What follows belongs to an exercise in optimizing a design on an open flow for small area and a short achievable clock period; a production flow would make more cautious choices. Function was checked by simulation only, so behaviour that the tests miss may differ from the original. Power figures rest on the tool's default switching activity, not on a simulated workload.

try-onyx:
==> flow/design.v (excerpt) <==
module datapath_top (
	input  logic            clk,
	input  logic            reset_n,
	input  mips_pkg::word_t instr,
	input  mips_pkg::word_t pc_plus4,
	input  mips_pkg::word_t load_data,
	output mips_pkg::word_t alu_result,
	output mips_pkg::word_t mem_addr,
	output mips_pkg::word_t mem_wdata,
	output logic            mem_read,
	output logic            mem_write,
	output logic            branch_taken,
	output mips_pkg::word_t branch_target
);
For scale: about 4,300 cells after synthesis, roughly 230 I/O pins, roughly 0.057 mm2 of cells after synthesis.
Settings: LEC_CHECK=0, CAP_MARGIN=20, CORE_MARGIN=2, CORE_UTILIZATION=40, SETUP_SLACK_MARGIN=4.7, SLEW_MARGIN=20, SYNTH_HIERARCHICAL=1; clock period 7.5 ns.
standard.sh (not shown) runs the stock make flow with config.mk's settings and CLKGATE_MAP_FILE= SYNTH_SCRIPT=/design/flow/synth_recipe.tcl, a recipe that flattens the netlist after the stock synthesis.
==> flow/flow/run.sh <==
#!/bin/bash
# The standard flow, with plain buffers (not delay cells) on the ports, the
# resizer free to swap cell footprints, and a clock tree of smaller buffers
# without dummy loads. synthesis runs unchanged first.
set -euo pipefail
bash standard.sh synth > flow_synth.log 2>&1
bash standard.sh MATCH_CELL_FOOTPRINT=0 \
  "BUFFER_PORTS_ARGS=-buffer_cell sky130_fd_sc_hd__buf_2" \
  "CTS_ARGS=-sink_clustering_enable -repair_clock_nets -dont_use_dummy_load -buf_list sky130_fd_sc_hd__clkbuf_8" \
  finish > flow_layout.log 2>&1
Changes in try-yarrow relative to try-onyx:
Settings: SETUP_SLACK_MARGIN now 5.0, was 4.7.
Findings:
All of try-onyx and try-yarrow finish clean.
Compare try-onyx and try-yarrow | worst slack on hold paths lower: try-onyx
Cell count: try-yarrow higher than try-onyx
try-yarrow against try-onyx: proportion of cell area occupied by multi-input gates went up; leakage power increased 1.8 nW; share of power burned in registers -0.2 points; share of cells above drive strength 1 picked up an extra 7.3 points.
Taking try-onyx as the reference, in try-yarrow clock buffer instance count of the final layout shows a reduction of 4, combinational group share of total power shows an increase of 0.6 points, estimated wirelength of the detail-placed design shows an increase of 2.7%.
Summary: with try-onyx as the reference, first-pass GRT wire length in try-yarrow moved up by more than 10%.
Here is what was changed in the inputs of try-delta compared with try-yarrow.
Settings: SETUP_SLACK_MARGIN changed from 5.0 to 4.5.
### Flow results
Every run (try-delta and try-yarrow) finished clean. Total power after layout improves in try-delta relative to try-yarrow. On data arrival at the endpoint of the critical path: between try-delta and try-yarrow, it ends up higher for try-yarrow. try-delta ended with less first-iteration DRC count than try-yarrow. From try-yarrow to try-delta the numbers moved as follows: leakage power total went down by 10%, clock period minus final worst setup slack shows a reduction of 81 ps, clock-buffer cell count went down by 0.49%, achievable clock frequency increased 8.4 MHz, average via count per standard cell has decreased. On area of the multi-input gates, the higher figure sits with try-yarrow, not try-delta. try-delta gives less utilization than try-yarrow did.

== before ==
Another version of the RTL of datapath_top (not shown whole).
Size in the first run: roughly 4300 cells after synthesis, about 230 I/O pins.
clock: 7.5 ns
lec_check: 0
cap_margin: 20
core_margin: 2
core_utilization: 40
setup_slack_margin: 4.85
slew_margin: 20
synth_hierarchical: 1
tns_end_percent: 10
Scripts as last shown in full above: flow/flow/run.sh
Here is what was changed in the inputs of after compared with before.
- SETUP_SLACK_MARGIN: 4.85 -> 4.7
- TNS_END_PERCENT: 10 -> unset
### Flow results
In summary, after completed successfully, with a layout that passed the timing, DRC and antenna checks. From before to after the numbers moved as follows: share of power burned in the clock network was more or less identical; global-route usage over all layers has decreased. The higher global placer's final weighted congestion of after and before is in before. Total power: after higher than before. Multi-input combinational cell count for after is higher than for before. The capture point of the worst path comes out alu_result[19] in one run and u_decode_stage.id_bb_base[9]$_DFF_P_ in the other, namely in after and before respectively. Comparing sequential cell area share for after and before, the smaller number came from after. Measured against each other, after and before differ in final clock period utilization by the worst path, the higher figure coming from before.

Starting RTL as in the previous note.
clock: 7.5 ns
lec_check: 0
cap_margin: 20
core_margin: 2
core_utilization: 40
setup_slack_margin: 4.7
slew_margin: 20
synth_hierarchical: 1
tns_end_percent: 3
Scripts as last shown in full above: flow/flow/run.sh
The baseline finished with timing, DRC and antenna clean.
Edit:
--- a/flow/config.mk
+++ b/flow/config.mk
@@ -14 +14 @@
-export TNS_END_PERCENT = 3
+export TNS_END_PERCENT = 10
After rerunning: The new run completed without violations. Worst setup slack barely changes. Routed wire length hardly moves. Global-route usage hardly moves. Die area stays the same. Combinational power came out higher by about 2%. Clock-buffer cell count is unchanged. Utilization came out higher by 0.35 points. Non-clock buffer count came out higher by 13.

datapath_top, a different RTL version from the one above (not shown whole).
For scale: roughly 4000 cells after synthesis, roughly 0.054 mm2 of cells after synthesis.
export LEC_CHECK = 0
export CAP_MARGIN = 20
export CORE_MARGIN = 2
export CORE_UTILIZATION = 40
export SETUP_SLACK_MARGIN = 4.5
export SLEW_MARGIN = 20
export SYNTH_HIERARCHICAL = 1
create_clock -name core_clock -period 7.5 [get_ports {clk}]
Scripts as last shown in full above: flow/flow/run.sh
The starting point finished clean.
Then changed:
==> flow/flow/run.sh (replaced) <==
#!/bin/bash
# The standard flow, with plain buffers (not delay cells) on the ports and
# the resizer free to swap cell footprints. synthesis runs unchanged first.
set -euo pipefail
bash standard.sh synth > flow_synth.log 2>&1
bash standard.sh MATCH_CELL_FOOTPRINT=0 "BUFFER_PORTS_ARGS=-buffer_cell sky130_fd_sc_hd__buf_2" finish > flow_layout.log 2>&1
After rerunning:
- via count fell by 0.31%
- clock skew shrinks by 0.044 ns
- die area stays the same
- worst setup slack loses 0.069 ns
- maximum frequency drops by 2.0%
- total power goes up by 8.8%

== run A ==
Another version of the RTL of datapath_top (not shown whole).
Size in the first run: about 56000 um2 of cells after synthesis.
clock: 7.5 ns
lec_check: 0
cap_margin: 20
core_margin: 2
core_utilization: 40
setup_slack_margin: 4.7
slew_margin: 20
synth_hierarchical: 1
tns_end_percent: 10
==> flow/flow/run.sh <==
#!/bin/bash
# The standard flow, with plain buffers (not delay cells) on the ports, the
# resizer free to swap cell footprints, and a clock tree of smaller buffers
# without dummy loads. synthesis runs unchanged first.
set -euo pipefail
bash standard.sh synth > flow_synth.log 2>&1
bash standard.sh MATCH_CELL_FOOTPRINT=0 \
  "BUFFER_PORTS_ARGS=-buffer_cell sky130_fd_sc_hd__buf_2" \
  "CTS_ARGS=-sink_clustering_enable -repair_clock_nets -dont_use_dummy_load -buf_list sky130_fd_sc_hd__clkbuf_8" \
  finish > flow_layout.log 2>&1
Per the final summary, run A finished and its layout is clean on timing, DRC and antenna.
The following lists how run B was set up differently from run A:
- clearing TNS_END_PERCENT, which used to be 10
Findings:
Run B ended with more met1 global-route usage than run A.
Run A → run B: final period demand of the worst path now sits lower; final critical-path setup slack moved up; post-layout instance area picked up an extra 4.3%; layout buffer count excluding clock buffers rose by 9.6%; global-route wire length before repair went up 15000 um.
For run A, the source of the critical timing path was instr[25], unlike run B, where it was u_decode_stage.id_ctrl[6].
Of run B and run A, it is run B that has the higher global-route usage over all layers.
--- input diff run B..run C ---
==> flow/flow/run.sh <==
#!/bin/bash
# The standard flow, with plain buffers (not delay cells) on the ports, the
# resizer free to swap cell footprints, and a clock tree of smaller buffers
# under a large root buffer, without dummy loads. synthesis runs unchanged
# first.
set -euo pipefail
bash standard.sh synth > flow_synth.log 2>&1
bash standard.sh MATCH_CELL_FOOTPRINT=0 \
  "BUFFER_PORTS_ARGS=-buffer_cell sky130_fd_sc_hd__buf_2" \
  "CTS_ARGS=-sink_clustering_enable -repair_clock_nets -dont_use_dummy_load -root_buf sky130_fd_sc_hd__clkbuf_16 -buf_list sky130_fd_sc_hd__clkbuf_8" \
  finish > flow_layout.log 2>&1
--- outcome ---
For the slack of the worst reg-to-reg path, run C came in 0.02 ns higher than run B did. Changes observed in run C relative to run B: count of non-filler cells in the finished layout went up; worst supply voltage drop on vdd increased 0.027 mV; design area rose 880 um2. Looking at worst setup path startpoint, the u_decode_stage.id_ctrl[6] result is from run B; the instr[25] one comes from run C.

-- afterwards: timing with drivers on the ports --
The flow's constraints put no driver on any port. The routed layouts listed below were extracted and timed again, unchanged, in two steps. Step 1, drivers: a clkbuf_16 drives clk and a buf_2 each remaining input, both assumed. Step 2 adds t to the input delays and takes it off the output delays; t is the mean of the earliest and latest rising clock arrival at the registers after step 1. Input paths then give back, and output paths get back, about the clock's delay inside the block. Three values: ideal ports, drivers, drivers and shift; two values: the first two.
run | shift t [ns] | setup slack, ns | worst setup path after step 2 | worst register clock-pin slew, ns
try-onyx | 0.994 | 4.366 / 4.357 / 3.363 | input to register | 0.07 / 0.07
try-yarrow | 0.972 | 4.364 / 4.344 / 3.372 | input to register | 0.07 / 0.07
try-delta | 0.986 | 4.445 / 4.452 / 3.466 | input to register | 0.07 / 0.07
before | 0.973 | 4.560 / 4.490 / 3.585 | input to register | 0.06 / 0.06
after | 0.980 | 4.589 / 4.513 / 3.646 | input to register | 0.07 / 0.07
the first run of note 3 | 0.965 | 4.554 / 4.522 / 3.623 | input to register | 0.07 / 0.07
the second run of note 3 | 0.973 | 4.552 / 4.513 / 3.625 | input to register | 0.06 / 0.06
the first run of note 4 | 0.968 | 4.159 / 4.159 / 3.585 | input to register | 0.07 / 0.07
the second run of note 4 | 0.848 | 4.090 / 4.090 / 3.546 | input to register | 0.07 / 0.07
run A | 0.976 | 4.362 / 4.399 / 3.437 | input to register | 0.07 / 0.07
run B | 0.986 | 4.509 / 4.509 / 3.607 | input to register | 0.07 / 0.07
run C | 0.829 | 4.406 / 4.429 / 3.600 | input to register | 0.07 / 0.07
After both steps setup and hold are still met in every run listed. The setup slack of try-onyx, which loses most, moves by -0.009 ns with the drivers and by -1.003 ns with both steps.
